This design comes from an exercise in tuning for small area, a short achievable clock period and few clock cycles per item on the open sky130 flow, not from production work. Where RTL was checked, it was by simulation tests only, not by an equivalence proof against the original. The RTL of runs 1 and 6 was laid out without a check of its function. No activity file was given, so power comes from the tool's default toggle rates.

File: constraint.sdc
create_clock -name core_clock -period 9.0 [get_ports {i_clk}]
set_input_delay 1.8000 -clock core_clock [delete_from_list [all_inputs] [get_ports {i_clk}]]
set_output_delay 1.8000 -clock core_clock [all_outputs]
set_load 0.01 [all_outputs]
File: run.sh
#!/bin/bash
# synth_recipe.tcl (not shown) runs the flow's synth.tcl, then flattens the netlist and writes it again
# the make line also repeats each setting of config.mk as NAME=value (left out here)
make -C /OpenROAD-flow-scripts/flow DESIGN_CONFIG=/design/flow/config.mk WORK_HOME=/design/flow/orfs CLKGATE_MAP_FILE= SYNTH_SCRIPT=/design/flow/synth_recipe.tcl finish
File: design.v
module base58_encoder #(
    parameter int MAX_LEN = 32,
    parameter int K       = 4
) (
    input  logic       i_clk,
    input  logic       i_rst_n,
    input  logic       i_valid,
    output logic       o_stall,
    input  logic [7:0] i_data_byte,
    input  logic       i_last_byte,
    output logic       o_valid,
    input  logic       i_stall,
    output logic [6:0] o_out_char,
    output logic       o_last_char,
    output logic       o_too_long
);
    localparam int ND    = 44;           
    localparam int STEPS = 8 / K;
    localparam int NG    = 6;            
    logic       r_full;
    logic [7:0] r_byte;
    logic       r_last;
    logic [5:0] f_cnt;       
    logic       f_ovf;       
    logic       f_inlz;      
    logic [5:0] f_lz;        
    logic       f_done;      
    logic [7:0] s_byte;
    logic       s_busy;
    logic [2:0] s_step;
    logic       c_dn;        
    logic [NG-1:0] c_dg;     
    logic [5:0] c_n;         
    logic [5:0] d [ND];
    logic       out_mode;    
    logic       o_dn;        
    logic       o_err;
    logic       o_zero;
    logic [5:0] o_lz;
    logic [5:0] o_p;
    logic [7:0] q_d [2];     
    logic       q_wp;
    logic       q_rp;
    logic [1:0] q_cnt;
    logic       r_ov;        
    logic [6:0] r_ch;
    logic       r_lc;
    logic       r_er;
    logic       conv;
    logic       s_free;
    logic       take;
    logic       sig_byte;
    logic       ovf_new;
    logic       accept;
    logic       start_out;
    logic       pa;          
    logic       pop;
    logic       p_last;
    assign o_stall = r_full;
    assign accept  = i_valid && !r_full;
    logic room;
    assign conv      = s_busy && room;
    assign s_free    = !s_busy || (conv && s_step == 3'(STEPS - 1));
    assign take      = r_full && !f_done && s_free;
    assign ovf_new   = f_ovf || (f_cnt == 6'(MAX_LEN));
    assign sig_byte  = !ovf_new && !(f_inlz && r_byte == 8'd0);
    assign start_out = !out_mode && f_done && !s_busy;
    assign pa        = out_mode && (q_cnt != 2'd2);
    assign pop       = (q_cnt != 2'd0) && (!r_ov || !i_stall);
    logic cl [ND];           
    logic cn [ND];           
    always_comb begin
        for (int i = 0; i < ND; i++) begin
            if (c_dg[i * NG / ND]) cn[i] = (i == ND - 1) ? 1'b1 : cl[(i + 1) % ND];
            else      cn[i] = (i == 0)      ? 1'b1 : cl[(i + ND - 1) % ND];
        end
    end
    always_ff @(posedge i_clk) begin
        for (int i = 0; i < ND; i++) begin
            if (!i_rst_n || start_out) cl[i] <= 1'b0;
            else if (conv)             cl[i] <= cn[i];
        end
    end
    function automatic logic [6:0] dstep(input logic [5:0] v, input logic cin);
        logic c, k1, k2, k3;
        c  = v[5] | (v[4] & v[3] & v[2] & (v[1] | v[0]));
        k1 = c & (v[1] | v[0]);
        k2 = v[2] & k1;
        k3 = v[3] & k2;
        dstep = {c, v[4] ^ k3, v[3] ^ k2, v[2] ^ k1, v[1] ^ (c & ~v[0]), v[0] ^ c, cin};
    endfunction
    logic [5:0] dn [ND];
    logic       cy [ND];
    logic       ci;
    logic [6:0] t;
    always_comb begin
        for (int i = 0; i < ND; i++) dn[i] = cl[i] ? d[i] : 6'd0;
        for (int l = 0; l < K; l++) begin
            for (int i = 0; i < ND; i++) begin
                t = dstep(dn[i], 1'b0);
                cy[i] = t[6];
            end
            for (int i = 0; i < ND; i++) begin
                if (c_dg[i * NG / ND]) ci = (i == ND - 1) ? s_byte[7 - l] : cy[(i + 1) % ND];
                else      ci = (i == 0)      ? s_byte[7 - l] : cy[(i + ND - 1) % ND];
                t = dstep(dn[i], ci);
                dn[i] = t[5:0];
            end
        end
    end
    always_ff @(posedge i_clk) begin
        for (int i = 0; i < ND; i++) begin
            if (conv && cn[i]) d[i] <= dn[i];
        end
    end
    logic [5:0] top;
    always_comb begin
        top = c_dn ? 6'(ND - 1) : 6'd0;
        if (c_dn) begin
            for (int i = ND - 1; i >= 0; i--) if (cl[i] && d[i] != 6'd0) top = 6'(i);
        end else begin
            for (int i = 0; i < ND; i++) if (cl[i] && d[i] != 6'd0) top = 6'(i);
        end
    end
    logic [5:0] m1 [12];
    logic [5:0] m2 [3];
    logic [5:0] dsel;
    always_comb begin
        for (int g = 0; g < 12; g++) begin
            case (o_p[1:0])
                2'd0:    m1[g] = d[4*g];
                2'd1:    m1[g] = (4*g+1 < ND) ? d[(4*g+1) % ND] : 6'd0;
                2'd2:    m1[g] = (4*g+2 < ND) ? d[(4*g+2) % ND] : 6'd0;
                default: m1[g] = (4*g+3 < ND) ? d[(4*g+3) % ND] : 6'd0;
            endcase
        end
        for (int g = 0; g < 3; g++) begin
            case (o_p[3:2])
                2'd0:    m2[g] = m1[4*g];
                2'd1:    m2[g] = m1[4*g+1];
                2'd2:    m2[g] = m1[4*g+2];
                default: m2[g] = m1[4*g+3];
            endcase
        end
        case (o_p[5:4])
            2'd0:    dsel = m2[0];
            2'd1:    dsel = m2[1];
            default: dsel = m2[2];
        endcase
    end
    function automatic logic [6:0] b58_char(input logic [5:0] v);
        if (v < 6'd9)       b58_char = 7'h31 + {1'b0, v};
        else if (v < 6'd17) b58_char = 7'h41 + ({1'b0, v} - 7'd9);
        else if (v < 6'd22) b58_char = 7'h4A + ({1'b0, v} - 7'd17);
        else if (v < 6'd33) b58_char = 7'h50 + ({1'b0, v} - 7'd22);
        else if (v < 6'd44) b58_char = 7'h61 + ({1'b0, v} - 7'd33);
        else                b58_char = 7'h6D + ({1'b0, v} - 7'd44);
    endfunction
    assign p_last = o_err || ((o_lz != '0) ? (o_lz == 6'd1 && o_zero)
                                           : (o_p == (o_dn ? 6'(ND - 1) : 6'd0)));
    always_ff @(posedge i_clk) begin
        if (!i_rst_n) begin
            r_full   <= 1'b0;
            f_cnt    <= '0;
            f_ovf    <= 1'b0;
            f_inlz   <= 1'b1;
            f_lz     <= '0;
            f_done   <= 1'b0;
            s_busy   <= 1'b0;
            s_step   <= '0;
            c_n      <= '0;
            c_dn     <= 1'b0;
            c_dg     <= '0;
            room     <= 1'b1;
            out_mode <= 1'b0;
            q_wp     <= 1'b0;
            q_rp     <= 1'b0;
            q_cnt    <= '0;
            r_ov     <= 1'b0;
        end else begin
            room <= !out_mode || (pa && p_last) ||
                    (6'(c_n + 6'd1) < (c_dn ? 6'(ND - 1) - o_p : o_p));
            if (start_out) room <= 1'b0;
            if (accept) begin
                r_full <= 1'b1;
            end else if (take) begin
                r_full <= 1'b0;
            end
            if (conv) begin
                if (c_n != 6'(ND)) c_n <= c_n + 1'b1;
                s_step <= s_step + 1'b1;
                if (s_step == 3'(STEPS - 1)) begin
                    s_busy <= 1'b0;
                    s_step <= '0;
                end
            end
            if (take) begin
                if (!f_ovf) f_cnt <= f_cnt + 1'b1;
                f_ovf <= ovf_new;
                if (!ovf_new) begin
                    if (f_inlz && r_byte == 8'd0) f_lz <= f_lz + 1'b1;
                    else f_inlz <= 1'b0;
                end
                if (sig_byte) begin
                    s_busy <= 1'b1;
                    s_step <= '0;
                end
                if (r_last) f_done <= 1'b1;
            end
            if (start_out) begin
                out_mode <= 1'b1;
                c_n      <= '0;
                c_dn     <= !c_dn;
                c_dg     <= ~c_dg;
                f_cnt    <= '0;
                f_ovf    <= 1'b0;
                f_inlz   <= 1'b1;
                f_lz     <= '0;
                f_done   <= 1'b0;
            end
            if (pa && p_last) out_mode <= 1'b0;
            if (pa) q_wp <= !q_wp;
            if (pop) q_rp <= !q_rp;
            q_cnt <= q_cnt + {1'b0, pa} - {1'b0, pop};
            if (pop) r_ov <= 1'b1;
            else if (!i_stall) r_ov <= 1'b0;
        end
    end
    always_ff @(posedge i_clk) begin
        if (accept) begin
            r_byte <= i_data_byte;
            r_last <= i_last_byte;
        end
        if (take && sig_byte) begin
            s_byte <= r_byte;
        end else if (conv) begin
            s_byte <= s_byte << K;
        end
        if (start_out) begin
            o_dn   <= c_dn;
            o_err  <= f_ovf;
            o_zero <= (c_n == '0);
            o_lz   <= f_lz;
            o_p    <= top;
        end
        if (pa) begin
            if (o_lz != '0) begin
                q_d[q_wp] <= {o_err, p_last, 6'd0};
                o_lz      <= o_lz - 1'b1;
            end else begin
                q_d[q_wp] <= {o_err, p_last, dsel};
                o_p       <= o_dn ? o_p + 1'b1 : o_p - 1'b1;
            end
        end
        if (pop) begin
            r_ch <= q_d[q_rp][7] ? 7'h00 : b58_char(q_d[q_rp][5:0]);
            r_lc <= q_d[q_rp][6];
            r_er <= q_d[q_rp][7];
        end
    end
    assign o_valid     = r_ov;
    assign o_out_char  = r_ch;
    assign o_last_char = r_lc;
    assign o_too_long  = r_er;
endmodule
File: config.mk
export PLATFORM = sky130hd
export DESIGN_NAME = base58_encoder
export DESIGN_NICKNAME = base58_encoder
export VERILOG_FILES = /design/flow/design.v
export SDC_FILE = /design/flow/constraint.sdc
export NUM_CORES = 4
export LEC_CHECK = 0
export CAP_MARGIN = 20
export CORE_MARGIN = 2
export CORE_UTILIZATION = 40
export PLACE_DENSITY = 0.6
export SLEW_MARGIN = 20
==> results.ini, run 1 <==
[critical_path]
cp_max_fo = 7
crit_path_end_kind = flip-flop
worstSetupPathType = reg2reg
cpPeakStageDelay_ns = 0.60
crit_top_cell = ha_1
rr_worst_depth = 22
reg2reg_from = d[30][1]$_DFFE_PP_
critPathSlowestCell = o21ai_0
cp.arrival_ns = 6.30
crit_required_ns = 9.43
crit_chain = o2111a_1 > o21ai_0 > nor2_1 > ha_1 > ha_1 > nand2_1 > a21oi_1 > a21oi_1 > a21oi_1 > ha_1 > ha_1 > xnor2_1 > nand2_1 > a2111oi_0 > a211oi_1 > ha_1 > or3b_2 > o21ai_0 > a21oi_1 > ha_1 > ha_1 > xor2_1
worstSetupStartpointType = flip-flop
startpoint = d[30][1]$_DFFE_PP_
worstSetupEndpoint = d[30][5]$_DFFE_PP_
r2r_end = d[30][5]$_DFFE_PP_
rrSetupSlack_ns = 3.12

[outcome]
status = complete, no violations

[power_and_ir_drop]
intPower_uw = 4110
swShare_pct = 32.1
vdd_drop_max_uv = 133
seqPwrFrac_pct = 36.9
leakage_uw = 0.0190
power_density_mw_per_mm2 = 146
clkPwrFrac_pct = 38.8
p_sw_uw = 1940
p_comb_share_pct = 24.3

[floorplanning]
die_h_um = 312
die-area_mm2 = 0.0975
io_pins = 24
initial_core_util_pct = 40.2
core-area_mm2 = 0.0946
fp-row-count = 113
die_x_um = 312

[clocking]
cts_buffers = 53
cts_htree_levels = 2
insertion_delay_ns = 0.67
clockBufferDepth = 3
cts.clk_slew.worst_paths_ns = 0.06
cts-resized-gates = 0
cts-root-buf = clkbuf_16
hold_buffers = 0
postCtsSetupRepairBufs = 0
clock_sinks = 406
tritoncts = built

[global_routing]
grt_pass1_vias = 29700
grtUsageTotal_pct = 21.1
grt-ovfl-total = 0
grt_max_degree = 66
grt_pass1_wl_um = 166000
antenna_found_initial = 0

[timing]
fin_skew_ns = 0.0365
clock.fmax_ghz = 0.170
grt_setup_unrepaired = false
slew-limit-headroom_pct = 22.6
tns_ns = 0
fin_crit_ns = 5.88
finalMaxSlewViolations = 0
tightest_slew_ns = 1.16
setup_ws_ns = 3.12
finalSetupViolations = 0
min_period_over_period_pct = 65.3
hold_viol = 0

[job]
maxCapViolCount = 0

[synthesis]
netlist_area_mm2 = 0.0380
yosysUniqueCellTypes = 85
seq_area_frac_synth_pct = 29.5
yosys_warnings = 8
synthCells = 4072
async_flop_share_pct = 0
synthFlopType = edfxtp_1
synth_seq_cells = 406
syn_nets = 4644
avgSynthCellArea_um2 = 9.33
synth_edf_count = 309

[routing]
drtAntennaViolNets = 0
wl_per_cell_um = 19.5
drtIter0Drc = 2206
route.vias.total = 31100
drt-pass1-iter-count = 6
drc = 0
viasPerCell = 5.82
totalWireLength_um = 104000

[place]
dp_slack_ns = 3.18
dpl.hpwl_um = 79500
gp_congestion = 0.900
portBuffers = 23

[hold_path]
hold_class = reg2reg

[finish]
syn2layout_area_growth_pct = 8.90
nFillCells = 9078
fin_nets = 4605
layout-drive-gt1-share_pct = 6.57
antenna_cells = 0
multi_input_area_mm2 = 0.0256
final-seq-area_mm2 = 0.0112

[critical path, delay by kind of cell, from the launching register on]
family | cells | cell delay (ns)
AO/OA/AOI/OAI | 9 | 2.26
AND/OR/NAND/NOR | 4 | 0.77
XOR/XNOR | 2 | 0.39
adder cells (fa/ha/maj) | 7 | 1.74
flip-flops | 1 | 0.50
[metrics by stage]
step | utilization [%] | area (µm²) | power [µW] | hold WS, ns | instances
after floorplan | - | 38000 | 3270 | 0.426 | 4072
after global placement | 41.7 | 39500 | 3710 | 0.437 | 5243
after detailed placement | 41.7 | 39500 | 3720 | 0.445 | 5243
after CTS | 43.7 | 41400 | 6100 | 0.460 | 5343
after global routing | 43.8 | 41400 | 6310 | 0.497 | 5343
final | 43.8 | 41400 | 6050 | 0.455 | 5343
[power by group through the flow]
stage / Combinational [µW] / Clock (µW) / Sequential [µW]
floorplan: 1080 / 0 / 2190
global placement: 1440 / 0 / 2270
detailed placement: 1450 / 0 / 2270
CTS: 1460 / 2410 / 2230
global route: 1600 / 2460 / 2250
finish: 1470 / 2350 / 2230
[area by class of cell]
class | count | area share [%]
inverters | 180 | 1.63
flip-flops and latches | 406 | 27.1
repair buffers | 48 | 1.02
clock inverters | 41 | 1.24
well taps | 1265 | 3.82
clock buffers | 59 | 3.38
multi-input cells | 3344 | 61.8
[registers in the layout, summed over array words and instances (netlist names), 7 cells and up, named ones only]
name / count
cl: 44
d: 264
q_d: 16
r_byte: 8
r_ch: 7
s_byte: 8
[worst min-delay path by stage]
stage                         from                  end  slack [ns]  depth (start not counted)
2_1_floorplan  f_inlz$_SDFFE_PP1P_  f_inlz$_SDFFE_PP1P_        0.43                          1
3_3_place_gp   f_inlz$_SDFFE_PP1P_  f_inlz$_SDFFE_PP1P_        0.44                          1
3_5_place_dp   f_inlz$_SDFFE_PP1P_  f_inlz$_SDFFE_PP1P_        0.44                          1
4_1_cts        f_inlz$_SDFFE_PP1P_  f_inlz$_SDFFE_PP1P_        0.46                          1
5_1_grt        f_inlz$_SDFFE_PP1P_  f_inlz$_SDFFE_PP1P_        0.50                          1
6_report       f_inlz$_SDFFE_PP1P_  f_inlz$_SDFFE_PP1P_        0.46                          1
[cell usage in the layout, fill, tap and decap left out, types with 23 or more instances in the layout]
| master | n |
|---|---|
| a211oi_1 | 28 |
| a21bo_2 | 28 |
| a21boi_0 | 55 |
| a21o_1 | 24 |
| a21oi_1 | 302 |
| a31oi_1 | 60 |
| a41o_1 | 28 |
| and2_1 | 198 |
| buf_4 | 24 |
| clkbuf_16 | 54 |
| clkdlybuf4s50_1 | 23 |
| dfxtp_1 | 90 |
| edfxtp_1 | 309 |
| ha_1 | 557 |
| inv_1 | 175 |
| mux2i_1 | 96 |
| mux4_2 | 60 |
| nand2_1 | 425 |
| nand3_1 | 76 |
| nand3b_1 | 33 |
| nor2_1 | 294 |
| o2111a_1 | 45 |
| o211ai_1 | 71 |
| o21ai_0 | 159 |
| o31a_1 | 25 |
| o31ai_1 | 47 |
| or4_1 | 46 |
| xnor2_1 | 253 |
| xor2_1 | 110 |
[kinds of logic (layout without fill, tap and decap cells)]
group           count (synthesis)  count (layout)  share of synthesized area (%)
simple gates                 1209            1209                           15.3
compound gates               1045            1045                           18.7
fa+ha+maj                     559             559                           18.4
flops                         406             406                           29.5
xor+xnor                      363             363                           8.37
buf+inv                       322             328                           3.28
mux                           168             168                           6.44
[Yosys cell counts (97+ instances only)]
cell type | instances | area share, %
ha_1 | 558 | 18
nand2_1 | 427 | 4.2
edfxtp_1 | 309 | 24
a21oi_1 | 302 | 4.0
nor2_1 | 294 | 2.9
xnor2_1 | 253 | 5.8
and2_1 | 198 | 3.3
inv_1 | 175 | 1.7
o21ai_0 | 159 | 2.1
clkbuf_1 | 111 | 1.1
xor2_1 | 110 | 2.5
dfxtp_1 | 97 | 5.1
[layer usage]
layer | track usage [%] | share of wire (%) | vias up | wire, µm
met5 | 0 | 0 | - | 0
met4 | 5.28 | 2.2 | 0 | 2330
met3 | 3.19 | 5.8 | 143 | 6000
met2 | 34.8 | 46 | 815 | 48200
met1 | 28.8 | 46 | 15000 | 47700
li1 | - | - | 15200 | -
==> run 2: changes to the inputs <==
--- a/design.v
+++ b/design.v
@@ -1,6 +1,6 @@
 module base58_encoder #(
     parameter int MAX_LEN = 32,
-    parameter int K       = 4
+    parameter int K       = 2
 ) (
     input  logic       i_clk,
     input  logic       i_rst_n,
--- a/config.mk
+++ b/config.mk
@@ -5,6 +5,7 @@
 export SDC_FILE = /design/flow/constraint.sdc
 export NUM_CORES = 4
 export LEC_CHECK = 0
+export ABC_AREA = 1
 export CAP_MARGIN = 20
 export CORE_MARGIN = 2
 export CORE_UTILIZATION = 40
==> results.ini, run 2 <==
[synthesis]
synth_top_area_share_pct = 32.6  ; +8.2 points
yosys_warnings = 8  ; unchanged
seq_area_frac_synth_pct = 39.4  ; +9.9 points
yosysUniqueCellTypes = 62  ; -27%
ys_top_cells_by_area = edfxtp_1 (33%), ha_1 (13%), nand2_1 (12%), dfxtp_1 (6.8%), xor2_1 (4.3%)
syn_nets = 3676  ; -21%
synth_edf_count = 309  ; unchanged
avgSynthCellArea_um2 = 8.45  ; -9.5%
netlist_area_mm2 = 0.0284  ; -25%
synthCells = 3367  ; -17%
async_flop_share_pct = 0  ; unchanged
synthFlopType = edfxtp_1
yosysMostFrequentCell = nand2_1
synth_common_cells = nand2_1 (916), edfxtp_1 (309), inv_1 (297), ha_1 (295), a21oi_1 (204)
synth_top_cell_by_area = edfxtp_1
synth_seq_cells = 406  ; unchanged

[critical_path]
cp_max_fo = 3  ; -4
crit_top_cell = nand2_1
critPathSlowestCell = edfxtp_1
worstSetupStartpointType = flip-flop
r2r_end = o_p[0]$_DFF_P_
crit_required_ns = 9.51  ; +0.08 ns
cpPeakStageDelay_ns = 0.41  ; -0.19 ns
worstSetupPathType = reg2reg
reg2reg_from = d[39][1]$_DFFE_PP_
cp.arrival_ns = 4.32  ; -1.98 ns
crit_path_end_kind = flip-flop
rrSetupSlack_ns = 5.18  ; +2.06 ns
rr_worst_depth = 46  ; +110%

[routing]
drc = 0  ; unchanged
route.vias.total = 22900  ; -26%
viasPerCell = 5.31  ; -8.7%
drtAntennaViolNets = 0  ; unchanged
drt-pass1-iter-count = 6  ; unchanged
wl_per_cell_um = 17.4  ; -11%
drtIter0Drc = 1731  ; -22%
totalWireLength_um = 75000  ; -28%

[finish]
final_common_cell = nand2_1
antenna_cells = 0  ; unchanged
final_cell_mix = nand2_1 (913), edfxtp_1 (309), inv_1 (297), ha_1 (295), a21oi_1 (204)
layout-drive-gt1-share_pct = 7.51  ; +0.94 points
fin_nets = 3635  ; -21%
regMostFlops = d
syn2layout_area_growth_pct = 8.74
stdcell_count = 4307  ; -19%
reg.largest.list = d x264, cl x44, q_d x16
nFillCells = 6891  ; -24%
largest_register_ffs = 264  ; unchanged

[clocking]
cts-root-buf = clkbuf_16
hold_buffers = 0  ; unchanged
cts_buffers = 49  ; -7.5%
tritoncts = built
cts_htree_levels = 2  ; unchanged
postCtsSetupRepairBufs = 0  ; unchanged
insertion_delay_ns = 0.62  ; -0.05 ns
cts.clk_slew.worst_paths_ns = 0.06  ; about the same
clock_sinks = 406  ; unchanged
clockBufferDepth = 3  ; unchanged
cts-resized-gates = 0  ; unchanged

[timing]
tightest_slew_ns = 1.01  ; -0.154 ns
hold_viol = 0  ; unchanged
finalSetupViolations = 0  ; unchanged
clock.fmax_ghz = 0.262  ; +54%
min_period_over_period_pct = 42.4  ; -23 points
slew-limit-headroom_pct = 32.6  ; +10 points
finalMaxSlewViolations = 0  ; unchanged
tns_ns = 0  ; unchanged
fin_crit_ns = 3.82  ; -2.06 ns
fin_skew_ns = 0.0300  ; -0.00655 ns
grt_setup_unrepaired = false

[floorplanning]
initial_core_util_pct = 40.5  ; +0.30 points
io_pins = 24  ; unchanged
die_x_um = 271  ; -13%
core-area_mm2 = 0.0703  ; -26%
die_h_um = 271  ; -13%
fp-row-count = 97  ; -14%
die-area_mm2 = 0.0733  ; -25%

[place]
dp_cells = 4215  ; -20%
dpl.hpwl_um = 56100  ; -29%
gp_congestion = 0.899  ; about the same
portBuffers = 23  ; unchanged

[global_routing]
grt_max_degree = 54  ; -18%
grt_pass1_vias = 22100  ; -26%
antenna_found_initial = 0  ; unchanged
grt-ovfl-total = 0  ; unchanged
grtUsageTotal_pct = 20.5  ; -0.58 points
grt_pass1_wl_um = 120000  ; -27%

[hold_path]
worstHoldStart = q_rp$_SDFFE_PN0P_
min_to = q_rp$_SDFFE_PN0P_
min_path_cells = 1  ; unchanged
hold_class = reg2reg

[power_and_ir_drop]
leakage_uw = 0.0146  ; -23%
vdd_drop_max_uv = 149  ; +12%
power_density_mw_per_mm2 = 199  ; +36%

[job]
maxCapViolCount = 0  ; unchanged

[outcome]
status = complete, no violations

## run 2: cell count changes in the layout (fill, tap and decap cells not counted), moves of 96 or more
cell | before | now
nand2_1 | 425 | 913
ha_1 | 557 | 295
xnor2_1 | 253 | 52
and2_1 | 198 | 1
inv_1 | 175 | 297
nor2_1 | 294 | 173
inv_2 | 2 | 117
a21oi_1 | 302 | 204
mux2i_1 | 96 | 0
## run 2: routing by layer
layer / share of wire (%) / track usage [%] / vias up
met5: 0 / 0 / -
met3: 5.9 / 3.52 / 140
met4: 2.9 / 6.59 / 0
li1: - / - / 11400
met1: 46 / 27.9 / 10700
met2: 45 / 33.0 / 587
## run 2: per-stage QoR
step / hold slack [ns] / instance area (µm²) / worst slack [ns] / power, µW / util, %
floorplan: 0.419 / 28400 / 5.88 / 3490 / -
global placement: 0.434 / 29300 / 5.18 / 4170 / 41.7
detailed placement: 0.443 / 29300 / 5.17 / 4160 / 41.7
CTS: 0.452 / 30900 / 5.18 / 6190 / 44.0
global route: 0.487 / 30900 / 4.66 / 6490 / 44.0
finish: 0.455 / 30900 / 5.18 / 6170 / 44.0
## run 2: final cells by class
cell class              instances  area (µm²)  area share (%)
multi-input cells            2408       15000            48.5
inverters                     425        1600            5.16
repair buffers                 36         328            1.06
flip-flops and latches        406       11200            36.3
clock inverters                18         211           0.684
well taps                     940        1180            3.80
clock buffers                  74        1400            4.53
## run 2: kinds of logic (layout without fill, tap and decap cells)
logic type	Yosys count	after routing	synth area share [%]
xor+xnor	192	192	5.91
compound gates	640	640	15.2
fa+ha+maj	296	296	13.0
simple gates	1280	1280	18.4
buf+inv	553	553	7.97
flops	406	406	39.4
## run 2: report_power, final
group	switching, µW	leakage, µW	internal, µW
Clock	844	0.000781	1170
Sequential	132	0.00358	2170
Combinational	1300	0.0103	557
## run 2: worst max-delay path by stage
| stage | endpoint | startpoint | depth (start not counted) |
|---|---|---|---|
| after global routing | o_p[0]$_DFF_P_ | d[38][1]$_DFFE_PP_ | 45 |
| final | o_p[0]$_DFF_P_ | d[39][1]$_DFFE_PP_ | 46 |
| after CTS | o_p[0]$_DFF_P_ | d[39][0]$_DFFE_PP_ | 46 |
| after global placement | o_p[0]$_DFF_P_ | d[38][1]$_DFFE_PP_ | 45 |
| after detailed placement | cl[24]$_SDFFE_PP0P_ | i_rst_n | 5 |
| after floorplan | q_cnt[1]$_SDFF_PN0_ | i_stall | 9 |
## run 2: worst max-delay path: cells and delay by family, from the launching register on
| kind | cells | cell delay [ns] |
|---|---|---|
| AOI/OAI and AO/OA | 2 | 0.43 |
| DFF | 1 | 0.41 |
| and+or+nand+nor | 44 | 2.87 |
Testbench counts of run 2, summed over its fixed seeds: cycles 16,772, bytes 3,974.
==> run 3: changes to the inputs <==
--- a/config.mk
+++ b/config.mk
@@ -5,7 +5,6 @@
 export SDC_FILE = /design/flow/constraint.sdc
 export NUM_CORES = 4
 export LEC_CHECK = 0
-export ABC_AREA = 1
 export CAP_MARGIN = 20
 export CORE_MARGIN = 2
 export CORE_UTILIZATION = 40
==> results.ini, run 3 <==
[clocking]
postCtsSetupRepairBufs = 0  ; unchanged
cts.clk_slew.worst_paths_ns = 0.06  ; about the same
insertion_delay_ns = 0.61  ; about the same
clockBufferDepth = 3  ; unchanged
clock_sinks = 406  ; unchanged
cts-resized-gates = 0  ; unchanged
tritoncts = built
cts_htree_levels = 2  ; unchanged
cts_buffers = 48  ; -2.0%
hold_buffers = 0  ; unchanged
cts-root-buf = clkbuf_16

[synthesis]
syn_nets = 2989  ; -19%
synthFlopType = edfxtp_1
yosysUniqueCellTypes = 82  ; +32%
yosysMostFrequentCell = edfxtp_1
yosys_warnings = 8  ; unchanged
async_flop_share_pct = 0  ; unchanged
ys_top_cells_by_area = edfxtp_1 (34%), ha_1 (13%), dfxtp_1 (7.0%), xnor2_1 (4.9%), mux4_2 (4.8%)
synth_top_area_share_pct = 33.5  ; +0.88 points
synth-simple-area-share_pct = 12.5  ; -5.9 points
seq_area_frac_synth_pct = 40.5  ; +1.1 points
synth_edf_count = 309  ; unchanged
netlist_area_mm2 = 0.0277  ; -2.6%
synth_compound_area_share_pct = 13.8  ; -1.4 points
avgSynthCellArea_um2 = 10.3  ; +22%
synth_seq_cells = 406  ; unchanged
synth_top_cell_by_area = edfxtp_1
synthAdderAreaFrac_pct = 13.4  ; +0.35 points
synth_common_cells = edfxtp_1 (309), ha_1 (295), nand2_1 (265), a21oi_1 (224), nor2_1 (223)
synthCells = 2680  ; -20%
synth_top_family_by_area = compound AO/OA/AOI/OAI gates
synth_xor_area_share_pct = 6.77  ; +0.86 points
synthMuxAreaShare_pct = 9.02  ; +9.0 points

[power_and_ir_drop]
leakage_uw = 0.0127  ; -13%
clkPwrFrac_pct = 37.5  ; +4.9 points
p_sw_uw = 1500  ; -34%
intPower_uw = 3600  ; -7.3%
swShare_pct = 29.3  ; -7.6 points
power_density_mw_per_mm2 = 169  ; -15%
p_comb_share_pct = 19.2  ; -11 points
vdd_drop_max_uv = 124  ; -17%
seqPwrFrac_pct = 43.4  ; +6.1 points

[timing]
min_period_over_period_pct = 39.0  ; -3.4 points
holdWs_ns = 0.438  ; -0.0164 ns
fin_skew_ns = 0.0284  ; -0.00157 ns
slew-limit-headroom_pct = 27.5  ; -5.1 points
grt_setup_unrepaired = false
tns_ns = 0  ; unchanged
clock.fmax_ghz = 0.285  ; +8.8%
hold_viol = 0  ; unchanged
setup_ws_ns = 5.49  ; +0.310 ns
finalMaxSlewViolations = 0  ; unchanged
tightest_slew_ns = 1.09  ; +0.0798 ns
finalSetupViolations = 0  ; unchanged
fin_crit_ns = 3.51  ; -0.310 ns

[finish]
final_area_mm2 = 0.0303  ; -2.2%
final_common_cell = edfxtp_1
largest_register_ffs = 264  ; unchanged
reg.largest.list = d x264, cl x44, q_d x16
antenna_cells = 0  ; unchanged
stdcell_count = 3617  ; -16%
regMostFlops = d
fin_nets = 2956  ; -19%
layout-drive-gt1-share_pct = 6.78  ; -0.74 points
syn2layout_area_growth_pct = 9.27
nFillCells = 6408  ; -7.0%
final_cell_mix = edfxtp_1 (309), ha_1 (295), nand2_1 (263), a21oi_1 (224), nor2_1 (223)

[critical_path]
crit_top_cell = nor2_1
crit_chain = buf_4 > mux4_2 > a222oi_1 > o21ai_0 > mux2i_1 > nor2_1 > a31oi_1 > nor2_1
cpPeakStageDelay_ns = 0.80  ; +0.39 ns
worstSetupPathType = reg2reg
cp.arrival_ns = 3.83  ; -0.49 ns
crit_required_ns = 9.32  ; -0.19 ns
cp_max_fo = 53  ; +50
worstSetupStartpointType = flip-flop
crit_path_end_kind = flip-flop
rrSetupSlack_ns = 5.49  ; +0.31 ns
critPathSlowestCell = buf_4

[global_routing]
grt-ovfl-total = 0  ; unchanged
grt_max_degree = 77  ; +43%
grtUsageTotal_pct = 19.8  ; -0.64 points
antenna_found_initial = 0  ; unchanged
grt_pass1_wl_um = 113000  ; -5.8%
grt_pass1_vias = 20600  ; -6.7%

[floorplanning]
die-area_mm2 = 0.0714  ; -2.6%
die_h_um = 267  ; -1.3%
die_x_um = 267  ; -1.3%
core-area_mm2 = 0.0686  ; -2.4%
fp-row-count = 96  ; -1.0%
initial_core_util_pct = 40.4  ; -0.10 points
io_pins = 24  ; unchanged

[routing]
viasPerCell = 5.73  ; +7.9%
drtAntennaViolNets = 0  ; unchanged
route.vias.total = 20700  ; -9.3%
totalWireLength_um = 70800  ; -5.6%
drt-pass1-iter-count = 5  ; -1
drc = 0  ; unchanged
wl_per_cell_um = 19.6  ; +12%
drtIter0Drc = 1558  ; -10%

[place]
gp_congestion = 0.878  ; -2.4%
dp_slack_ns = 4.85  ; -0.318 ns
dp_cells = 3528  ; -16%
dpl.hpwl_um = 53200  ; -5.3%
portBuffers = 23  ; unchanged
post_dp_cell_area_mm2 = 0.0287  ; -2.0%

[job]
maxCapViolCount = 0  ; unchanged

[hold_path]
hold_class = reg2reg

[outcome]
status = complete, no violations

-- run 3: routing by layer --
metal	global-route usage, %	up-vias	share of wire [%]
li1	-	9870	-
met1	26.9	10200	45
met2	33.2	536	47
met3	2.59	105	5.2
met4	5.36	2	2.1
met5	0.832	-	0.11
-- run 3: area by class of cell --
| class | instances | area, µm² | share of cell area, % |
|---|---|---|---|
| multi-input cells | 1990 | 15400 | 50.9 |
| repair buffers | 38 | 343 | 1.13 |
| flip-flops and latches | 406 | 11200 | 37.1 |
| clock buffers | 70 | 1390 | 4.58 |
| well taps | 931 | 1160 | 3.85 |
| clock inverters | 19 | 140 | 0.463 |
| inverters | 163 | 612 | 2.02 |
-- run 3: path summary, 6_finish.rpt --
kind / from / to / cells after the start
min reg2reg: s_step[2]$_SDFF_PN0_ / s_step[2]$_SDFF_PN0_ / 2
max reg2reg: o_p[0]$_DFF_P_ / q_d[1][2]$_DFFE_PP_ / 8
max: o_p[0]$_DFF_P_ / q_d[1][2]$_DFFE_PP_ / 8
min: s_step[2]$_SDFF_PN0_ / s_step[2]$_SDFF_PN0_ / 2
-- run 3: cell families after synthesis --
kind of cell | count (synthesis)
simple gates | 737
flops | 406
xor+xnor | 214
compound gates | 570
fa+ha+maj | 296
mux | 173
buf+inv | 284
-- run 3: worst max-delay path: cells and delay by family (launching register included) --
kind                   cells  cell delay [ns]
DFF                        1             0.66
AOI/OAI and AO/OA          3             0.68
buffers and inverters      1             0.80
muxes                      2             0.91
and+or+nand+nor            2             0.15
-- run 3: metrics by stage --
stage / power [µW] / util (%)
finish: 5100 / 44.1
global route: 5300 / 44.1
CTS: 5140 / 44.1
detailed placement: 3220 / 41.9
global placement: 3200 / 41.9
floorplan: 2910 / -
-- run 3: power groups by stage --
stage               combinational [µW]  sequential (µW)  clock [µW]
global route                      1060             2230        2010
floorplan                          737             2170           0
global placement                   958             2250           0
CTS                                973             2210        1950
detailed placement                 970             2250           0
finish                             978             2210        1910
==> run 4: changes to the inputs <==
--- a/config.mk
+++ b/config.mk
@@ -7,6 +7,6 @@
 export LEC_CHECK = 0
 export CAP_MARGIN = 20
 export CORE_MARGIN = 2
-export CORE_UTILIZATION = 40
-export PLACE_DENSITY = 0.6
+export CORE_UTILIZATION = 55
+export PLACE_DENSITY = 0.75
 export SLEW_MARGIN = 20
==> results.ini, run 4 <==
[outcome]
status = complete, no violations

[critical_path]
critPathSlowestCell = buf_4
cp.arrival_ns = 3.87  ; +0.04 ns
worstSetupPathType = reg2reg
cpPeakStageDelay_ns = 0.72  ; -0.08 ns
crit_top_cell = nor2_1
crit_required_ns = 9.31  ; about the same
cp_max_fo = 43  ; -19%
rr_worst_depth = 8  ; unchanged
crit_chain = buf_4 > mux4_2 > a222oi_1 > o21ai_0 > mux2i_1 > nor2_1 > a31oi_1 > nor2_1
worstSetupStartpointType = flip-flop
crit_path_end_kind = flip-flop

[routing]
drtAntennaViolNets = 0  ; unchanged
drc = 0  ; unchanged
totalWireLength_um = 66500  ; -6.1%
route.vias.total = 21000  ; +1.5%
viasPerCell = 6.27  ; +9.5%
drt-pass1-iter-count = 9  ; +4
drtIter0Drc = 2269  ; +46%
wl_per_cell_um = 19.8  ; +1.2%

[synthesis]
yosysUniqueCellTypes = 82  ; unchanged
netlist_area_mm2 = 0.0277  ; unchanged
ys_top_cells_by_area = edfxtp_1 (34%), ha_1 (13%), dfxtp_1 (7.0%), xnor2_1 (4.9%), mux4_2 (4.8%)
avgSynthCellArea_um2 = 10.3  ; unchanged
synth_common_cells = edfxtp_1 (309), ha_1 (295), nand2_1 (265), a21oi_1 (224), nor2_1 (223)
synth_top_cell_by_area = edfxtp_1
async_flop_share_pct = 0  ; unchanged
yosys_warnings = 8  ; unchanged
yosysMostFrequentCell = edfxtp_1
synth_seq_cells = 406  ; unchanged
synthFlopType = edfxtp_1
seq_area_frac_synth_pct = 40.5  ; unchanged
synth_edf_count = 309  ; unchanged
syn_nets = 2989  ; unchanged
synthCells = 2680  ; unchanged
synth_top_area_share_pct = 33.5  ; unchanged

[global_routing]
grt_pass1_vias = 20700  ; +0.53%
grt-ovfl-total = 0  ; unchanged
antenna_found_initial = 0  ; unchanged
grt_pass1_wl_um = 108000  ; -4.8%
grtUsageTotal_pct = 25.3  ; +5.5 points
grt_max_degree = 77  ; unchanged

[clocking]
cts.clk_slew.worst_paths_ns = 0.06  ; about the same
postCtsSetupRepairBufs = 0  ; unchanged
insertion_delay_ns = 0.59  ; -0.02 ns
clockBufferDepth = 3  ; unchanged
cts_htree_levels = 2  ; unchanged
hold_buffers = 0  ; unchanged
cts_buffers = 46  ; -4.2%
tritoncts = built
cts-root-buf = clkbuf_16
cts-resized-gates = 0  ; unchanged
clock_sinks = 406  ; unchanged

[timing]
fin_crit_ns = 3.56  ; +0.0506 ns
grt_setup_unrepaired = false
min_period_over_period_pct = 39.5  ; +0.56 points
tns_ns = 0  ; unchanged
slew-limit-headroom_pct = 28.5  ; +0.97 points
finalMaxSlewViolations = 0  ; unchanged
clock.fmax_ghz = 0.281  ; -1.4%
finalSetupViolations = 0  ; unchanged
hold_viol = 0  ; unchanged
fin_skew_ns = 0.0259  ; -0.00252 ns
tightest_slew_ns = 1.07  ; -0.0145 ns

[finish]
regMostFlops = d
syn2layout_area_growth_pct = 8.24
largest_register_ffs = 264  ; unchanged
fin_nets = 2954  ; -0.068%
reg.largest.list = d x264, cl x44, q_d x16
antenna_cells = 0  ; unchanged
final_common_cell = edfxtp_1
final_cell_mix = edfxtp_1 (309), ha_1 (295), nand2_1 (263), a21oi_1 (224), nor2_1 (223)
layout-drive-gt1-share_pct = 6.90  ; +0.12 points
stdcell_count = 3355  ; -7.2%

[floorplanning]
core-area_mm2 = 0.0500  ; -27%
io_pins = 24  ; unchanged
initial_core_util_pct = 55.4  ; +15 points
die_h_um = 228  ; -14%
die_x_um = 228  ; -14%
fp-row-count = 82  ; -15%
die-area_mm2 = 0.0522  ; -27%

[place]
dpl.hpwl_um = 49600  ; -6.8%
dp_cells = 3269  ; -7.3%
gp_congestion = 0.920  ; +4.8%
portBuffers = 23  ; unchanged

[power_and_ir_drop]
fin_total_pwr_uw = 5110  ; +0.25%
vdd_drop_max_uv = 144  ; +16%
leakage_uw = 0.0127  ; about the same
power_density_mw_per_mm2 = 171  ; +1.2%

[job]
maxCapViolCount = 0  ; unchanged

[hold_path]
min_path_cells = 2  ; unchanged
hold_class = reg2reg

run 4: layout make-up:
cell class              instances  area, µm²
repair buffers                 38        343
multi-input cells            1990      15400
fillers                      4014      20000
well taps                     672        841
flip-flops and latches        406      11200
clock inverters                12        181
clock buffers                  74       1390
inverters                     163        612
run 4: layer usage:
layer,vias to the layer above,wire [µm],GRT usage (%)
li1,9871,-,-
met1,10100,27700,33.8
met2,929,31200,42.0
met3,159,5330,3.62
met4,0,2230,9.52
met5,-,0,0
run 4: critical path: cells and delay by family (launching register included):
kind            cells  cell delay (ns)
buf+inv             1             0.72
mux                 2             0.86
simple gates        2             0.18
flops               1             0.70
compound gates      3             0.80
run 4: cell families (layout without fill, tap and decap cells):
kind of cell / Yosys count / in the layout / share of synthesized area [%]
mux: 173 / 173 / 9.02
flops: 406 / 406 / 40.5
compound gates: 570 / 570 / 13.8
buf+inv: 284 / 287 / 3.97
xor+xnor: 214 / 214 / 6.77
fa+ha+maj: 296 / 296 / 13.4
simple gates: 737 / 737 / 12.5
run 4: worst paths after layout:
| check | start | end | slack (ns) |
|---|---|---|---|
| worst max-delay path | o_p[0]$_DFF_P_ | q_d[0][2]$_DFFE_PP_ | 5.44 |
| worst min-delay path | s_step[2]$_SDFF_PN0_ | s_step[2]$_SDFF_PN0_ | 0.43 |
| worst max register to register | o_p[0]$_DFF_P_ | q_d[0][2]$_DFFE_PP_ | 5.44 |
| worst min register to register | s_step[2]$_SDFF_PN0_ | s_step[2]$_SDFF_PN0_ | 0.43 |
run 4: report_power, final:
part	internal [µW]	switching, µW	leakage, µW	total [µW]
registers	2080	130	0.00347	2210
logic	423	524	0.00850	947
clock network	1170	783	0.000766	1950
run 4: per-stage QoR:
step	hold WS (ns)	setup slack, ns	util [%]	area, µm²
6_report	0.433	5.44	60.0	30000
5_1_grt	0.470	5.24	60.0	30000
4_1_cts	0.429	5.45	60.0	30000
3_5_place_dp	0.420	4.96	56.9	28400
3_3_place_gp	0.420	4.90	56.9	28400
2_1_floorplan	0.410	5.59	-	27700
==> run 5: changes to the inputs <==
--- a/design.v
+++ b/design.v
@@ -61,9 +61,17 @@
     logic room;
     assign conv      = s_busy && room;
     assign s_free    = !s_busy || (conv && s_step == 3'(STEPS - 1));
-    assign take      = r_full && !f_done && s_free;
-    assign ovf_new   = f_ovf || (f_cnt == 6'(MAX_LEN));
-    assign sig_byte  = !ovf_new && !(f_inlz && r_byte == 8'd0);
+    assign take      = r_full && (!f_done || start_out) && s_free;
+    logic [5:0] e_cnt;
+    logic       e_ovf;
+    logic       e_inlz;
+    logic [5:0] e_lz;
+    assign e_cnt     = start_out ? 6'd0 : f_cnt;
+    assign e_ovf     = !start_out && f_ovf;
+    assign e_inlz    = start_out || f_inlz;
+    assign e_lz      = start_out ? 6'd0 : f_lz;
+    assign ovf_new   = e_ovf || (e_cnt == 6'(MAX_LEN));
+    assign sig_byte  = !ovf_new && !(e_inlz && r_byte == 8'd0);
     assign start_out = !out_mode && f_done && !s_busy;
     assign pa        = out_mode && (q_cnt != 2'd2);
     assign pop       = (q_cnt != 2'd0) && (!r_ov || !i_stall);
@@ -71,8 +79,8 @@
     logic cn [ND];           
     always_comb begin
         for (int i = 0; i < ND; i++) begin
-            if (c_dg[i * NG / ND]) cn[i] = (i == ND - 1) ? 1'b1 : cl[(i + 1) % ND];
-            else      cn[i] = (i == 0)      ? 1'b1 : cl[(i + ND - 1) % ND];
+            if (c_dg[i * NG / ND]) cn[i] = ((i == ND - 1) ? 1'b1 : cl[(i + 1) % ND]);
+            else                   cn[i] = ((i == 0)      ? 1'b1 : cl[(i + ND - 1) % ND]);
         end
     end
     always_ff @(posedge i_clk) begin
@@ -180,7 +188,8 @@
         end else begin
             room <= !out_mode || (pa && p_last) ||
                     (6'(c_n + 6'd1) < (c_dn ? 6'(ND - 1) - o_p : o_p));
-            if (start_out) room <= 1'b0;
+            if (start_out) room <= c_dn ? !(cl[0] && d[0] != 6'd0)
+                                        : !(cl[ND - 1] && d[ND - 1] != 6'd0);
             if (accept) begin
                 r_full <= 1'b1;
             end else if (take) begin
@@ -193,19 +202,6 @@
                     s_busy <= 1'b0;
                     s_step <= '0;
                 end
-            end
-            if (take) begin
-                if (!f_ovf) f_cnt <= f_cnt + 1'b1;
-                f_ovf <= ovf_new;
-                if (!ovf_new) begin
-                    if (f_inlz && r_byte == 8'd0) f_lz <= f_lz + 1'b1;
-                    else f_inlz <= 1'b0;
-                end
-                if (sig_byte) begin
-                    s_busy <= 1'b1;
-                    s_step <= '0;
-                end
-                if (r_last) f_done <= 1'b1;
             end
             if (start_out) begin
                 out_mode <= 1'b1;
@@ -218,6 +214,19 @@
                 f_lz     <= '0;
                 f_done   <= 1'b0;
             end
+            if (take) begin
+                if (!e_ovf) f_cnt <= e_cnt + 1'b1;
+                f_ovf <= ovf_new;
+                if (!ovf_new) begin
+                    if (e_inlz && r_byte == 8'd0) f_lz <= e_lz + 1'b1;
+                    else f_inlz <= 1'b0;
+                end
+                if (sig_byte) begin
+                    s_busy <= 1'b1;
+                    s_step <= '0;
+                end
+                if (r_last) f_done <= 1'b1;
+            end
             if (pa && p_last) out_mode <= 1'b0;
             if (pa) q_wp <= !q_wp;
             if (pop) q_rp <= !q_rp;
--- a/config.mk
+++ b/config.mk
@@ -7,6 +7,6 @@
 export LEC_CHECK = 0
 export CAP_MARGIN = 20
 export CORE_MARGIN = 2
-export CORE_UTILIZATION = 55
-export PLACE_DENSITY = 0.75
+export CORE_UTILIZATION = 40
+export PLACE_DENSITY = 0.6
 export SLEW_MARGIN = 20
==> results.ini, run 5 <==
[clocking]
cts-root-buf = clkbuf_16
clock_sinks = 406  ; unchanged
postCtsSetupRepairBufs = 0  ; unchanged
cts-resized-gates = 0  ; unchanged
hold_buffers = 0  ; unchanged
clockBufferDepth = 3  ; unchanged
insertion_delay_ns = 0.59  ; about the same
cts.clk_slew.worst_paths_ns = 0.07  ; about the same
tritoncts = built
cts_buffers = 50  ; +8.7%
cts_htree_levels = 2  ; unchanged

[critical_path]
crit_top_cell = nor2_1
crit_path_end_kind = flip-flop
critPathBufInv = 1  ; unchanged
worstSetupStartpointType = flip-flop
cp_max_fo = 42  ; -2.3%
critPathSlowestCell = buf_4
worstSetupEndpoint = q_d[1][2]$_DFFE_PP_
critPathTopFamily = multiplexers
crit_chain = buf_4 > mux4_2 > a222oi_1 > o21ai_0 > mux2i_1 > nor2_1 > a21oi_1 > nor2_1
cp.arrival_ns = 4.07  ; +0.20 ns
worstSetupPathType = reg2reg
rrSetupSlack_ns = 5.26  ; -0.18 ns
crit_cells = 8  ; unchanged
rr_worst_depth = 8  ; unchanged
cpPeakStageDelay_ns = 0.74  ; +0.02 ns
r2r_end = q_d[1][2]$_DFFE_PP_
crit_required_ns = 9.33  ; +0.02 ns
startpoint = o_p[0]$_DFF_P_
reg2reg_from = o_p[0]$_DFF_P_

[routing]
drtIter0Drc = 1697  ; -25%
wl_per_cell_um = 19.6  ; -1.3%
totalWireLength_um = 70900  ; +6.6%
route.vias.total = 20900  ; -0.53%
drc = 0  ; unchanged
drtAntennaViolNets = 0  ; unchanged
drt-pass1-iter-count = 7  ; -2
viasPerCell = 5.78  ; -7.9%

[synthesis]
ys_top_cells_by_area = edfxtp_1 (33%), ha_1 (13%), dfxtp_1 (6.9%), xnor2_1 (4.9%), mux4_2 (4.7%)
yosys_warnings = 8  ; unchanged
yosysMostFrequentCell = edfxtp_1
synthFlopType = edfxtp_1
synthCells = 2680  ; unchanged
synth_edf_count = 309  ; unchanged
yosysUniqueCellTypes = 80  ; -2.4%
avgSynthCellArea_um2 = 10.4  ; +1.0%
seq_area_frac_synth_pct = 40.1  ; -0.41 points
synth_top_area_share_pct = 33.2  ; -0.34 points
netlist_area_mm2 = 0.0280  ; +1.0%
synth_top_cell_by_area = edfxtp_1
synth_common_cells = edfxtp_1 (309), ha_1 (295), nand2_1 (265), nor2_1 (201), a21oi_1 (184)
synth_seq_cells = 406  ; unchanged
syn_nets = 2989  ; unchanged
async_flop_share_pct = 0  ; unchanged

[timing]
slew-limit-headroom_pct = 27.9  ; -0.61 points
fin_skew_ns = 0.0206  ; -0.00534 ns
hold_viol = 0  ; unchanged
finalMaxSlewViolations = 0  ; unchanged
grt_setup_unrepaired = false
clock.fmax_ghz = 0.267  ; -4.9%
min_period_over_period_pct = 41.6  ; +2.0 points
tns_ns = 0  ; unchanged
tightest_slew_ns = 1.07  ; -0.000470 ns
fin_crit_ns = 3.74  ; +0.184 ns
finalSetupViolations = 0  ; unchanged

[finish]
fin_nets = 2961  ; +0.24%
final_common_cell = edfxtp_1
regMostFlops = d
layout-drive-gt1-share_pct = 8.65  ; +1.8 points
largest_register_ffs = 264  ; unchanged
syn2layout_area_growth_pct = 9.89
reg.largest.list = d x264, cl x44, q_d x16
fin_util_pct = 44.6  ; -15 points
antenna_cells = 0  ; unchanged
final_cell_mix = edfxtp_1 (309), ha_1 (295), nand2_1 (263), nor2_1 (201), a21oi_1 (183)

[place]
gp_congestion = 0.886  ; -3.8%
portBuffers = 23  ; unchanged
dpl.hpwl_um = 53000  ; +6.9%

[global_routing]
grt_pass1_vias = 20800  ; +0.44%
grtUsageTotal_pct = 19.6  ; -5.7 points
grt_pass1_wl_um = 113000  ; +4.6%
antenna_found_initial = 0  ; unchanged
grt_max_degree = 55  ; -29%
grt-ovfl-total = 0  ; unchanged

[floorplanning]
fp-row-count = 96  ; +17%
io_pins = 24  ; unchanged
initial_core_util_pct = 40.6  ; -15 points
core-area_mm2 = 0.0689  ; +38%
die_x_um = 268  ; +18%
die_h_um = 268  ; +18%
die-area_mm2 = 0.0721  ; +38%

[hold_path]
worstHoldStart = s_step[2]$_SDFF_PN0_
hold_class = reg2reg

[job]
maxCapViolCount = 0  ; unchanged

[power_and_ir_drop]
leakage_uw = 0.0128  ; +0.30%
power_density_mw_per_mm2 = 180  ; +5.6%
vdd_drop_max_uv = 119  ; -18%

[outcome]
status = complete, no violations

==> run 5: cell count changes after synthesis, sizes merged, moves of 8 or more <==
cell	before	now
o211ai	9	17
nor2	223	201
mux2	10	50
and2	101	113
o2111a	38	29
o21ai	99	85
or4	38	28
nand3	25	35
o31ai	41	31
a21oi	224	184
a21boi	11	21
==> run 5: per-stage QoR <==
step           setup WS, ns  hold slack, ns  cells  power, µW  instance area, µm²
3_5_place_dp           4.81           0.462   3531       3470               29100
6_report               5.26           0.462   3624       5540               30700
3_3_place_gp           4.77           0.429   3531       3450               29100
5_1_grt                5.11           0.490   3624       5760               30700
2_1_floorplan          5.59           0.418   2680       3110               28000
4_1_cts                5.26           0.470   3624       5570               30700
==> run 5: worst min-delay path by stage <==
stage / to / slack [ns] / cells past startpoint
finish: s_step[2]$_SDFF_PN0_ / 0.46 / 2
detailed placement: o_lz[0]$_DFF_P_ / 0.46 / 2
global placement: s_step[2]$_SDFF_PN0_ / 0.43 / 2
floorplan: s_step[2]$_SDFF_PN0_ / 0.42 / 2
CTS: o_lz[0]$_DFF_P_ / 0.47 / 2
global route: s_step[2]$_SDFF_PN0_ / 0.49 / 2
==> run 5: cell families (layout without fill, tap and decap cells) <==
logic type	count (synthesis)	after routing	synth area share [%]
AO/OA/AOI/OAI	534	534	13.2
XOR/XNOR	215	215	6.73
adder cells (fa/ha/maj)	296	296	13.3
buffers and inverters	282	295	3.83
flip-flops	406	406	40.1
multiplexers	212	212	10.5
AND/OR/NAND/NOR	735	735	12.4
==> run 5: tightest hold or removal path, cell delays in order (launching register included) <==
cell	delay, ns
dfxtp_1	0.32
nand2_1	0.06
nor2_1	0.04
==> run 5: per-layer routing <==
layer | wire length, µm | vias to the layer above | track usage [%]
li1 | - | 9888 | -
met4 | 1810 | 0 | 5.83
met2 | 33700 | 571 | 33.1
met3 | 3840 | 126 | 2.99
met5 | 0 | - | 0
met1 | 31500 | 10400 | 25.9
==> run 5: final cells by class <==
type | count | area, µm²
multi-input cells | 1992 | 15700
flip-flops and latches | 406 | 11200
clock inverters | 22 | 256
clock buffers | 71 | 1430
inverters | 165 | 619
repair buffers | 37 | 335
well taps | 931 | 1160
fillers | 6486 | 38200
==> run 5: power breakdown <==
group | switching [µW] | leakage [µW] | internal (µW)
clock | 821 | 0.000834 | 1270
sequential | 135 | 0.00349 | 2090
combinational | 685 | 0.00844 | 537
total | 1640 | 0.0128 | 3900
Testbench counts of run 5, summed over its fixed seeds: cycles 16,611, bytes 3,974.
==> run 6: changes to the inputs <==
--- a/design.v
+++ b/design.v
@@ -47,6 +47,7 @@
     logic       r_lc;
     logic       r_er;
     logic       conv;
+    logic       first;       
     logic       s_free;
     logic       take;
     logic       sig_byte;
@@ -60,7 +61,8 @@
     assign accept  = i_valid && !r_full;
     logic room;
     assign conv      = s_busy && room;
-    assign s_free    = !s_busy || (conv && s_step == 3'(STEPS - 1));
+    assign first     = (c_n == 6'd0);
+    assign s_free    = !s_busy || (conv && (s_step == 3'(STEPS - 1) || first));
     assign take      = r_full && (!f_done || start_out) && s_free;
     logic [5:0] e_cnt;
     logic       e_ovf;
@@ -79,8 +81,8 @@
     logic cn [ND];           
     always_comb begin
         for (int i = 0; i < ND; i++) begin
-            if (c_dg[i * NG / ND]) cn[i] = ((i == ND - 1) ? 1'b1 : cl[(i + 1) % ND]);
-            else                   cn[i] = ((i == 0)      ? 1'b1 : cl[(i + ND - 1) % ND]);
+            if (c_dg[i * NG / ND]) cn[i] = (i >= ND - 2 && first) || ((i == ND - 1) ? 1'b1 : cl[(i + 1) % ND]);
+            else                   cn[i] = (i <= 1 && first)      || ((i == 0)      ? 1'b1 : cl[(i + ND - 1) % ND]);
         end
     end
     always_ff @(posedge i_clk) begin
@@ -116,9 +118,32 @@
             end
         end
     end
+    logic [2:0] fq;
+    logic [5:0] fr;
+    always_comb begin
+        if (s_byte >= 8'd232)      fq = 3'd4;
+        else if (s_byte >= 8'd174) fq = 3'd3;
+        else if (s_byte >= 8'd116) fq = 3'd2;
+        else if (s_byte >= 8'd58)  fq = 3'd1;
+        else                       fq = 3'd0;
+        fr = 6'(s_byte - 8'(fq) * 8'd58);
+    end
+    logic [5:0] dw [ND];
+    always_comb begin
+        for (int i = 0; i < ND; i++) dw[i] = dn[i];
+        if (first) begin
+            if (c_dn) begin
+                dw[ND - 1] = fr;
+                dw[ND - 2] = {3'd0, fq};
+            end else begin
+                dw[0] = fr;
+                dw[1] = {3'd0, fq};
+            end
+        end
+    end
     always_ff @(posedge i_clk) begin
         for (int i = 0; i < ND; i++) begin
-            if (conv && cn[i]) d[i] <= dn[i];
+            if (conv && cn[i]) d[i] <= dw[i];
         end
     end
     logic [5:0] top;
@@ -188,17 +213,18 @@
         end else begin
             room <= !out_mode || (pa && p_last) ||
                     (6'(c_n + 6'd1) < (c_dn ? 6'(ND - 1) - o_p : o_p));
-            if (start_out) room <= c_dn ? !(cl[0] && d[0] != 6'd0)
-                                        : !(cl[ND - 1] && d[ND - 1] != 6'd0);
+            if (start_out) room <= c_dn ? !((cl[0] && d[0] != 6'd0) || (cl[1] && d[1] != 6'd0))
+                                        : !((cl[ND - 1] && d[ND - 1] != 6'd0) || (cl[ND - 2] && d[ND - 2] != 6'd0));
             if (accept) begin
                 r_full <= 1'b1;
             end else if (take) begin
                 r_full <= 1'b0;
             end
             if (conv) begin
-                if (c_n != 6'(ND)) c_n <= c_n + 1'b1;
+                if (first)              c_n <= 6'd2;
+                else if (c_n != 6'(ND)) c_n <= c_n + 1'b1;
                 s_step <= s_step + 1'b1;
-                if (s_step == 3'(STEPS - 1)) begin
+                if (s_step == 3'(STEPS - 1) || first) begin
                     s_busy <= 1'b0;
                     s_step <= '0;
                 end
==> results.ini, run 6 <==
[clocking]
cts-root-buf = clkbuf_16
cts-resized-gates = 0  ; unchanged
insertion_delay_ns = 0.60  ; about the same
clockBufferDepth = 3  ; unchanged
cts_htree_levels = 2  ; unchanged
tritoncts = built
hold_buffers = 0  ; unchanged
cts.clk_slew.worst_paths_ns = 0.06  ; about the same
clock_sinks = 406  ; unchanged
postCtsSetupRepairBufs = 0  ; unchanged
cts_buffers = 50  ; unchanged

[timing]
hold_viol = 0  ; unchanged
min_period_over_period_pct = 39.4  ; -2.1 points
finalSetupViolations = 0  ; unchanged
fin_crit_ns = 3.55  ; -0.192 ns
finalMaxSlewViolations = 0  ; unchanged
fin_skew_ns = 0.0162  ; -0.00434 ns
tightest_slew_ns = 1.06  ; -0.0172 ns
grt_setup_unrepaired = false
tns_ns = 0  ; unchanged
slew-limit-headroom_pct = 27.6  ; -0.23 points
clock.fmax_ghz = 0.282  ; +5.4%

[synthesis]
syn_nets = 3081  ; +3.1%
yosysMostFrequentCell = edfxtp_1
synth_top_area_share_pct = 32.4  ; -0.76 points
synth_seq_cells = 406  ; unchanged
seq_area_frac_synth_pct = 39.2  ; -0.92 points
synth_edf_count = 309  ; unchanged
async_flop_share_pct = 0  ; unchanged
netlist_area_mm2 = 0.0286  ; +2.4%
synthFlopType = edfxtp_1
synth_top_cell_by_area = edfxtp_1
synth_common_cells = edfxtp_1 (309), ha_1 (302), nand2_1 (273), a21oi_1 (208), nor2_1 (193)
avgSynthCellArea_um2 = 10.4  ; -0.75%
synthCells = 2764  ; +3.1%
yosysUniqueCellTypes = 100  ; +25%
yosys_warnings = 9  ; +1
ys_top_cells_by_area = edfxtp_1 (32%), ha_1 (13%), dfxtp_1 (6.8%), xnor2_1 (5.1%), mux4_2 (4.5%)

[routing]
top_layer = met4
route.vias.total = 21400  ; +2.4%
dr_wl_met2_um = 35300  ; +4.7%
drt-pass1-iter-count = 6  ; -1
wl_per_cell_um = 19.7  ; +0.54%
met3_wirelength_um = 3680  ; -4.3%
totalWireLength_um = 73100  ; +3.2%
viasPerCell = 5.76  ; -0.22%
drtIter0Drc = 1679  ; -1.1%
drtAntennaViolNets = 0  ; unchanged
drc = 0  ; unchanged
met1_length_um = 32300  ; +2.5%

[critical_path]
worstSetupPathType = reg2reg
rr_worst_depth = 8  ; unchanged
crit_path_end_kind = flip-flop
crit_required_ns = 9.30  ; -0.03 ns
cp_max_fo = 53  ; +26%
startpoint = o_p[0]$_DFF_P_
rrSetupSlack_ns = 5.45  ; +0.19 ns
worstSetupEndpoint = q_d[0][3]$_DFFE_PP_
cp.arrival_ns = 3.85  ; -0.22 ns
reg2reg_from = o_p[0]$_DFF_P_
r2r_end = q_d[0][3]$_DFFE_PP_
worstSetupStartpointType = flip-flop

[global_routing]
grt_pass1_wl_um = 118000  ; +4.2%
grt_max_degree = 57  ; +3.6%
antenna_found_initial = 0  ; unchanged
grt_pass1_vias = 21300  ; +2.1%
grtUsageTotal_pct = 19.6  ; about the same
grt-ovfl-total = 0  ; unchanged

[floorplanning]
initial_core_util_pct = 40.2  ; -0.38 points
fp-row-count = 98  ; +2.1%
io_pins = 24  ; unchanged
die-area_mm2 = 0.0738  ; +2.3%
core-area_mm2 = 0.0712  ; +3.3%
die_x_um = 272  ; +1.2%
die_h_um = 272  ; +1.2%

[finish]
antenna_cells = 0  ; unchanged
final_common_cell = edfxtp_1
layout-drive-gt1-share_pct = 8.56  ; -0.096 points
final_area_mm2 = 0.0314  ; +2.0%
final-seq-area_mm2 = 0.0112  ; unchanged
reg.largest.list = d x264, cl x44, q_d x16
fin_nets = 3047  ; +2.9%
regMostFlops = d
final_cell_mix = edfxtp_1 (309), ha_1 (302), nand2_1 (271), a21oi_1 (208), nor2_1 (193)
syn2layout_area_growth_pct = 9.54
stdcell_count = 3720  ; +2.6%
multi_input_area_mm2 = 0.0163  ; +3.7%
largest_register_ffs = 264  ; unchanged
nFillCells = 6663  ; +2.7%

[hold_path]
worstHoldStart = f_ovf$_SDFFE_PN0P_
hold_class = reg2reg

[power_and_ir_drop]
vdd_drop_max_uv = 123  ; +3.9%
leakage_uw = 0.0129  ; +0.86%
power_density_mw_per_mm2 = 162  ; -10%

[place]
post_dp_cell_area_mm2 = 0.0297  ; +2.1%
portBuffers = 23  ; unchanged
dpl.hpwl_um = 54500  ; +2.9%
dp_cells = 3628  ; +2.7%
gp_congestion = 0.881  ; -0.55%

[job]
maxCapViolCount = 0  ; unchanged

[outcome]
status = complete, no violations

## run 6: per-layer routing
layer,up-vias,track usage (%)
li1,10200,-
met1,10600,26.0
met3,119,2.60
met4,0,5.48
met5,-,0
met2,585,33.5
## run 6: worst min-delay path by stage
stage                                  to  slack (ns)  cells after the start
after floorplan           o_err$_DFFE_PP_        0.41                      0
after global placement    o_err$_DFFE_PP_        0.43                      0
after detailed placement  o_err$_DFFE_PP_        0.42                      0
after CTS                 o_err$_DFFE_PP_        0.46                      0
after global routing      o_err$_DFFE_PP_        0.48                      0
final                     o_err$_DFFE_PP_        0.46                      0
## run 6: cell type report
cell class	count	share of cell area, %
multi-input cells	2068	51.9
inverters	167	2.00
clock buffers	85	5.16
repair buffers	37	1.07
well taps	950	3.79
clock inverters	7	0.271
flip-flops and latches	406	35.8
## run 6: kinds of logic after synthesis
group                      share of synthesized area (%)
and+or+nand+nor                                     12.7
AOI/OAI and AO/OA                                   14.4
DFF                                                 39.2
adders and majority gates                           13.3
buffers and inverters                               4.00
xor gates and xnor gates                            6.57
muxes                                               9.85
other                                             0.0131
## run 6: worst max-delay path: stages (launching register included)
cell and delay (ns):
dfxtp_4 0.66, buf_4 0.78, mux4_2 0.60, a222oi_1 0.43, nor2_1 0.08, a21oi_1 0.30, nor2_1 0.07, a211oi_1 0.23
a211oi_1 0.09
## run 6: where the power goes
part / internal (µW) / switching (µW)
sequential: 2080 / 91.5
combinational: 339 / 481
clock: 1270 / 814
total: 3690 / 1390
## run 6: metrics by stage
step,hold WS (ns),setup WS [ns],power (µW),utilization [%]
6_report,0.456,5.45,5080,44.0
5_1_grt,0.480,4.99,5290,44.0
3_5_place_dp,0.423,4.89,3020,41.6
4_1_cts,0.459,5.39,5120,44.0
3_3_place_gp,0.432,4.85,3010,41.6
2_1_floorplan,0.408,5.59,2770,-

## re-timing with driven ports
How much do the figures lean on ideal ports? The routed layouts below were timed once more, with nothing changed but the port constraints.
Step 1: set_driving_cell puts a clkbuf_16 on i_clk and a buf_2 on each other input, an assumption about the parent block.
Step 2 moves the port delays by t, midway between the first and last clock arrival at a register: inputs arrive t later, outputs are due t later. That takes back most of the time a late clock gives input paths.
Three values: ideal, step 1, step 2; two values: the first two.
run	shift t [ns]	setup WS [ns]	clock arrival spread, ns	slew at the worst register clock pin (ns)
run 1	0.722	3.122 / 3.122 / 3.122	0.038 / 0.039	0.07 / 0.07
run 2	0.669	5.184 / 5.184 / 5.165	0.034 / 0.035	0.07 / 0.07
run 3	0.661	5.494 / 5.494 / 4.918	0.029 / 0.029	0.06 / 0.06
run 4	0.639	5.443 / 5.443 / 4.961	0.026 / 0.026	0.06 / 0.06
run 5	0.645	5.259 / 5.259 / 5.203	0.021 / 0.021	0.07 / 0.07
run 6	0.649	5.450 / 5.450 / 4.928	0.017 / 0.016	0.06 / 0.06
After both steps setup and hold are still met in every run listed. The setup slack of run 3, which loses most, moves by 0.000 ns with the drivers and by -0.576 ns with both steps.
